From an optimization exercise on the open Yosys and OpenROAD flow, aimed at small area, a short achievable clock period and few clock cycles per item; shortcuts taken in it are not production practice. Function was checked by simulation only, so behaviour that the tests miss may differ from the original. Power and IR drop assume default switching activity.

### flow/config.mk
export PLATFORM = sky130hd
export DESIGN_NAME = handle_list_table_unit
export DESIGN_NICKNAME = handle_list_table_unit
export VERILOG_FILES = /design/flow/design.v
export SDC_FILE = /design/flow/constraint.sdc
export NUM_CORES = 4
export LEC_CHECK = 0
export CAP_MARGIN = 20
export CORE_MARGIN = 2
export CORE_UTILIZATION = 40
export SLEW_MARGIN = 20
### flow/constraint.sdc
create_clock -name core_clock -period 7.0 [get_ports {clk}]
set_input_delay 1.4000 -clock core_clock [delete_from_list [all_inputs] [get_ports {clk}]]
set_output_delay 1.4000 -clock core_clock [all_outputs]
set_load 0.01 [all_outputs]
### flow/design.v
package hlt_pkg;
  localparam int CAPACITY    = 64;
  localparam int HANDLE_BITS = 32;
  localparam int IN_HANDLE_W = 32;
  localparam int POS_W       = 6;
  localparam int COUNT_W     = 7;
  localparam int KEY_W = (HANDLE_BITS < IN_HANDLE_W) ? HANDLE_BITS : IN_HANDLE_W;
  localparam int IDX_W = $clog2(CAPACITY);
  localparam int CNT_W = $clog2(CAPACITY + 1);
  typedef logic [1:0]       action_t;
  typedef logic [1:0]       status_t;
  typedef logic [KEY_W-1:0] key_t;
  typedef logic [IDX_W-1:0] idx_t;
  typedef logic [CNT_W-1:0] cnt_t;
  localparam action_t ACT_ADD    = 2'd0;
  localparam action_t ACT_REMOVE = 2'd1;
  localparam action_t ACT_LOOKUP = 2'd2;
  localparam action_t ACT_CLEAR  = 2'd3;
  localparam status_t ST_OK      = 2'd0;
  localparam status_t ST_FULL    = 2'd1;
  localparam status_t ST_MISSING = 2'd2;
endpackage
module handle_list_table_unit
(
  input  logic                   clk,
  input  logic                   rst_n,
  input  logic                   in_valid,
  output logic                   in_ready,
  input  logic [1:0]             in_action,
  input  logic [hlt_pkg::IN_HANDLE_W-1:0] in_handle,
  output logic                   out_valid,
  input  logic                   out_ready,
  output logic [1:0]             out_status,
  output logic                   out_found,
  output logic [hlt_pkg::POS_W-1:0]       out_position,
  output logic [hlt_pkg::COUNT_W-1:0]     out_entry_count
);
  localparam logic [1:0] S_IDLE   = 2'd0;
  localparam logic [1:0] S_SEARCH = 2'd1;
  localparam logic [1:0] S_SHIFT  = 2'd2;
  localparam logic [1:0] S_DONE   = 2'd3;
  logic [1:0]   state_r, state_nxt;
  hlt_pkg::cnt_t         fill_r, fill_nxt;
  hlt_pkg::idx_t         ptr_r, ptr_nxt;           
  hlt_pkg::action_t      act_r, act_nxt;
  hlt_pkg::key_t         key_r, key_nxt;
  hlt_pkg::status_t      res_status_r, res_status_nxt;
  logic         res_found_r, res_found_nxt;
  hlt_pkg::idx_t         res_pos_r, res_pos_nxt;
  logic               out_valid_r, out_valid_nxt;
  hlt_pkg::status_t            out_status_r, out_status_nxt;
  logic               out_found_r, out_found_nxt;
  logic [hlt_pkg::POS_W-1:0]   out_pos_r, out_pos_nxt;
  logic [hlt_pkg::COUNT_W-1:0] out_count_r, out_count_nxt;
  hlt_pkg::key_t mem [hlt_pkg::CAPACITY];
  hlt_pkg::key_t mem_rdata_r;
  logic mem_we;
  hlt_pkg::idx_t mem_waddr;
  hlt_pkg::key_t mem_wdata;
  hlt_pkg::idx_t mem_raddr;
  logic in_fire;
  hlt_pkg::key_t in_key;
  hlt_pkg::cnt_t ptr_ext_inc;
  assign in_ready    = (state_r == S_IDLE);
  assign in_fire     = in_valid && in_ready;
  assign in_key      = in_handle[hlt_pkg::KEY_W-1:0];
  assign ptr_ext_inc = hlt_pkg::CNT_W'(ptr_r) + hlt_pkg::CNT_W'(1);
  always_comb begin
    case (state_r)
      S_SEARCH: mem_raddr = ptr_r + hlt_pkg::IDX_W'(1);
      S_SHIFT:  mem_raddr = ptr_r + hlt_pkg::IDX_W'(2);
      default:  mem_raddr = '0;
    endcase
  end
  always_ff @(posedge clk) begin
    if (mem_we) begin
      mem[mem_waddr] <= mem_wdata;
    end
    mem_rdata_r <= mem[mem_raddr];
  end
  always_comb begin
    state_nxt      = state_r;
    fill_nxt       = fill_r;
    ptr_nxt        = ptr_r;
    act_nxt        = act_r;
    key_nxt        = key_r;
    res_status_nxt = res_status_r;
    res_found_nxt  = res_found_r;
    res_pos_nxt    = res_pos_r;
    out_valid_nxt  = out_valid_r && !out_ready;
    out_status_nxt = out_status_r;
    out_found_nxt  = out_found_r;
    out_pos_nxt    = out_pos_r;
    out_count_nxt  = out_count_r;
    mem_we         = 1'b0;
    mem_waddr      = ptr_r;
    mem_wdata      = mem_rdata_r;
    unique case (state_r)
      S_IDLE: begin
        if (in_fire) begin
          act_nxt        = in_action;
          key_nxt        = in_key;
          ptr_nxt        = '0;
          res_status_nxt = hlt_pkg::ST_OK;
          res_found_nxt  = 1'b0;
          res_pos_nxt    = '0;
          state_nxt      = S_DONE;
          case (in_action)
            hlt_pkg::ACT_ADD: begin
              if (fill_r == hlt_pkg::CNT_W'(hlt_pkg::CAPACITY)) begin
                res_status_nxt = hlt_pkg::ST_FULL;
              end else begin
                mem_we    = 1'b1;
                mem_waddr = fill_r[hlt_pkg::IDX_W-1:0];
                mem_wdata = in_key;
                fill_nxt  = fill_r + hlt_pkg::CNT_W'(1);
              end
            end
            hlt_pkg::ACT_REMOVE, hlt_pkg::ACT_LOOKUP: begin
              if (fill_r == '0) begin
                res_status_nxt = hlt_pkg::ST_MISSING;
              end else begin
                state_nxt = S_SEARCH;
              end
            end
            default: begin
              fill_nxt = '0;
            end
          endcase
        end
      end
      S_SEARCH: begin
        if (mem_rdata_r == key_r) begin
          res_found_nxt = 1'b1;
          res_pos_nxt   = ptr_r;
          state_nxt     = (act_r == hlt_pkg::ACT_REMOVE) ? S_SHIFT : S_DONE;
        end else if (ptr_ext_inc == fill_r) begin
          res_status_nxt = hlt_pkg::ST_MISSING;
          state_nxt      = S_DONE;
        end else begin
          ptr_nxt = ptr_r + hlt_pkg::IDX_W'(1);
        end
      end
      S_SHIFT: begin
        mem_we    = 1'b1;
        mem_waddr = ptr_r;
        if (ptr_ext_inc < fill_r) begin
          mem_wdata = mem_rdata_r;
          ptr_nxt   = ptr_r + hlt_pkg::IDX_W'(1);
        end else begin
          mem_wdata = '0;
          fill_nxt  = fill_r - hlt_pkg::CNT_W'(1);
          state_nxt = S_DONE;
        end
      end
      S_DONE: begin
        if (!out_valid_r || out_ready) begin
          out_valid_nxt  = 1'b1;
          out_status_nxt = res_status_r;
          out_found_nxt  = res_found_r;
          out_pos_nxt    = hlt_pkg::POS_W'(res_pos_r);
          out_count_nxt  = hlt_pkg::COUNT_W'(fill_r);
          state_nxt      = S_IDLE;
        end
      end
      default: begin
        state_nxt = S_IDLE;
      end
    endcase
  end
  always_ff @(posedge clk) begin
    if (!rst_n) begin
      state_r     <= S_IDLE;
      fill_r      <= '0;
      out_valid_r <= 1'b0;
    end else begin
      state_r     <= state_nxt;
      fill_r      <= fill_nxt;
      out_valid_r <= out_valid_nxt;
    end
  end
  always_ff @(posedge clk) begin
    ptr_r        <= ptr_nxt;
    act_r        <= act_nxt;
    key_r        <= key_nxt;
    res_status_r <= res_status_nxt;
    res_found_r  <= res_found_nxt;
    res_pos_r    <= res_pos_nxt;
    out_status_r <= out_status_nxt;
    out_found_r  <= out_found_nxt;
    out_pos_r    <= out_pos_nxt;
    out_count_r  <= out_count_nxt;
  end
  assign out_valid       = out_valid_r;
  assign out_status      = out_status_r;
  assign out_found       = out_found_r;
  assign out_position    = out_pos_r;
  assign out_entry_count = out_count_r;
endmodule
### flow/run.sh
#!/bin/bash
# synth_recipe.tcl (not shown) runs the flow's synth.tcl, then flattens the netlist and writes it again
# the make line also repeats each setting of config.mk as NAME=value (left out here)
make -C /OpenROAD-flow-scripts/flow DESIGN_CONFIG=/design/flow/config.mk WORK_HOME=/design/flow/orfs CLKGATE_MAP_FILE= SYNTH_SCRIPT=/design/flow/synth_recipe.tcl finish
==> notes.md <==
==> cell families after synthesis <==
group / share of synthesized area (%)
AO/OA/AOI/OAI: 1.64
adder cells (fa/ha/maj): 0.255
multiplexers: 13.6
flip-flops: 77.0
XOR/XNOR: 0.388
buffers and inverters: 1.46
AND/OR/NAND/NOR: 5.70
==> cells in the final DEF, fill, tap and decap left out, types with 18 or more instances in the layout <==
cell type        instances
edfxtp_1              2113
nand2_1                529
mux4_2                 488
nand3_1                215
clkbuf_16              208
buf_4                  153
nor2_1                 119
nor2_4                  66
clkinv_1                61
clkdlybuf4s50_1         55
a21oi_1                 54
nand4_1                 50
clkinv_2                42
dfxtp_1                 42
xnor2_1                 35
clkbuf_1                33
buf_12                  30
nor3_2                  29
mux2i_1                 27
o21ai_0                 23
bufinv_16               22
and3_1                  19
nor3_1                  19
o211ai_1                18
==> how the worst max path moves through the flow <==
| stage | endpoint | cells past startpoint | start |
|---|---|---|---|
| final | mem_rdata_r[17] | 10 | state_r[0] |
| after global placement | mem[25][3] | 9 | in_action[0] |
| after global routing | mem_rdata_r[30] | 11 | state_r[0] |
| after floorplan | mem[0][1] | 7 | in_valid |
| after detailed placement | mem[25][13] | 9 | in_action[1] |
| after CTS | mem_rdata_r[17] | 10 | state_r[0] |
==> cell type report <==
cell class,count,share of cell area (%)
Sequential cell,2155,67.0
Multi-Input combinational cell,1874,19.5
Clock buffer,247,5.64
Tap cell,2788,3.64
Timing Repair Buffer,246,2.63
Clock inverter,144,1.45
Inverter,16,0.0626
Antenna cell,5,0.0130
==> power breakdown <==
group / switching [mW] / leakage (nW) / internal, mW / total [mW]
logic: 9.73 / 7.39 / 3.95 / 13.7
clock network: 4.86 / 3.33 / 6.34 / 11.2
registers: 0.313 / 19.6 / 17.6 / 17.9
total: 14.9 / 30.3 / 27.9 / 42.8
==> synthesized netlist by cell type, types with 6 or more instances <==
library cell and count:
and3_1 19, and2_1 15, buf_4 28, xnor2_1 35, mux2_2 7, nand4_1 50, dfxtp_1 42, o22ai_1 8
o21ai_0 23, o211ai_1 18, nor2b_1 8, a21oi_1 55, edfxtp_1 2113, mux4_2 488, nor2_1 183, buf_2 137
ha_1 17, a211oi_1 10, nor3_1 51, nand3_1 215, o31ai_1 6, inv_1 14, a31oi_1 17, buf_1 10
clkbuf_1 45, o221ai_1 9, a32oi_1 8, a21boi_0 6, mux2i_1 27, nand2_1 529
==> state kept, by name (all words and copies together), names as in the netlist <==
signal,cells
mem,2048
res_status_r,2
out_status_r,2
state_r,2
out_pos_r,6
mem_rdata_r,32
act_r,2
key_r,32
out_valid_r,1
res_pos_r,6
fill_r,7
ptr_r,6
res_found_r,1
out_count_r,7
out_found_r,1
==> routing by layer <==
| layer | vias up | track usage (%) |
|---|---|---|
| met2 | 2307 | 33.3 |
| met5 | - | 0.597 |
| met4 | 4 | 8.19 |
| met3 | 362 | 5.08 |
| li1 | 17700 | - |
| met1 | 23000 | 31.3 |
==> notes.md <==
- Hold endpoint: out_pos_r[1]
- Synth Flop Type: edfxtp_1
- Post-route DRC: 0
- Clk sinks: 2,155
- Routed WL per cell: 31.3 µm
- Crit Path Class: reg -> reg
- Final setup violation count: 0
- Top post-synthesis cells by area: edfxtp_1 (76%), mux4_2 (13%), nand2_1 (2.4%)
- Finished Core Util: 46.3%
- CP cell instances: inv_1, ha_1, nor2b_1, o21a_4, mux4_2, nand2_1, and3_1, a31oi_1, nand4_1, nor3_1
- DR top layer: met5
- Critical Path End Type: flip-flop
- CTS tree: done
- Worst slack, placed: 1190 ps
- Area growth, synth to finish: 14.9%
- Unique masters post-synth: 69
- Max FO, Critical Path: 46
- Via count: 43,500
- Overall Global Routing Usage: 22.0%
- H-Tree Depth: 4
- Worst ir drop on vdd: 421 µV
- Die footprint: 212,000 µm²
- Crit Reg-Reg Startpoint: state_r[0]
- First-pass GRT wire length: 328,000 µm
- DR iter-0 viols: 6,601
- PD cells: 446 nW/µm²
- Required time of the worst setup path: 7750 ps
- Max cap viols: 0
- Critical path launch point type: flip-flop
- Post-synth top area share: 76.0%
- Met3 wire len: 24,200 µm
- Root buf cell: clkbuf_16
- GPL Wtd Cong: 0.913
- Final Hold Viols: 0
- Ports: 56
- Post-synthesis cell area: 83,500 µm²
- Final setup TNS: 0 ps
- Post-CTS Setup Inserts: 0
- Min Tclk post-route: 5220 ps
- Fmax: 192 MHz
- Final ANT Viol Nets: 0
- Dominant cell type by area after synthesis: edfxtp_1
- Non-Filler Instances: 7,475
- Share of flip-flops with an asynchronous set or reset: 0%
- Slew @ Worst Pin: 1140 ps
- Yosys warnings: 1
- Largest net degree at the start of global routing: 81
- Cells after Synth: 4,270
- Largest delay share family, worst path: simple AND/OR/NAND/NOR gates
- Syn nets: 4,325
- Vias per Instance: 5.81
- Lkg Pwr: 30.3 nW
- Hold Path Stages: 0
- Final number of max-transition violations: 0
- RSZ-0062 raised after global routing: false
- Worst EP arrival: 5970 ps
- Syn_area_per_cell: 19.6 µm²
- Worst Clk Skew: 43.7 ps
- Grt ovf: 0
- Initial antenna violation count: 12
- CTS buffer count: 208
- Die height: 461 µm
- Final period util: 74.6%
- Register area: 64,300 µm²
- Vias in the first global route: 42,300
- Clk pin slew, worst setup/hold paths: 60 ps
- Cts repair resizes: 0
- Number of synthesized flops with an enable pin: 2,113
- WP buf/inv: 1
- Worst path slowest cell: o21a_4
- # fillers: 17,300
- Relative slew slack: 24.1%
- DP Cell Count: 7,079
- Layout cells sized above 1: 23.5%
- Hpwl dp: 145,000 µm
- Post-DP Area: 89,100 µm²
- WL met1: 93,900 µm
- Design area: 95,900 µm²
- Hold_buf cts: 0
- R2R depth: 10
- Min-delay src: res_pos_r[1]
- Status: finished clean
- Core area: 207,000 µm²
- Routed wire length: 234,000 µm
- Die Wd: 461 µm
- Starting Density: 40.3%
- Flop2flop setup slack: 1780 ps
- Core Rows: 167
- Nets: 4,556
- Tot Pwr: 42.8 mW
- CP max stage delay: 840 ps
- HP Class: reg -> reg
- I/O Buffers: 55
- Seq/Total Area, Yosys: 77.0%
- Footprint of the multi-input gates: 18,800 µm²
- Final worst slack: 1780 ps
- Synthesis-stage register bit count: 2,155
- Clk latency of the worst-skew pair: 870 ps
- Maximum buffer depth of the clock tree: 3
- Drt first pass iters: 8
- Hold WS: 421 ps
- Reg2reg end: mem_rdata_r[17]
- WL met2: 106,000 µm
Testbench counts, summed over its fixed seeds: cycles 420,255, items 12,000.

==> separate check: timing with driven ports <==
Ports are ideal in the flow. The routed layout listed here was re-timed in OpenROAD.
Step 1, drivers: a clkbuf_16 drives clk and a buf_2 each remaining input, both assumed.
Step 2 times the ports against the registers' clock, not the clock port: input delays grow and output delays shrink by t, the midpoint of the rising clock arrivals with the driver on.
a / b / c = ideal ports / drivers / drivers and shift; a / b = the first two.
t, ns: 0.930
setup WS [ns]: 1.779 / 1.779 / 1.102
slew at the worst register clock pin (ns): 0.07 / 0.07
cell pins on the clock port's net: 1
After both steps setup and hold are still met in this run. The setup slack of this run moves by 0.000 ns with the drivers and by -0.677 ns with both steps.
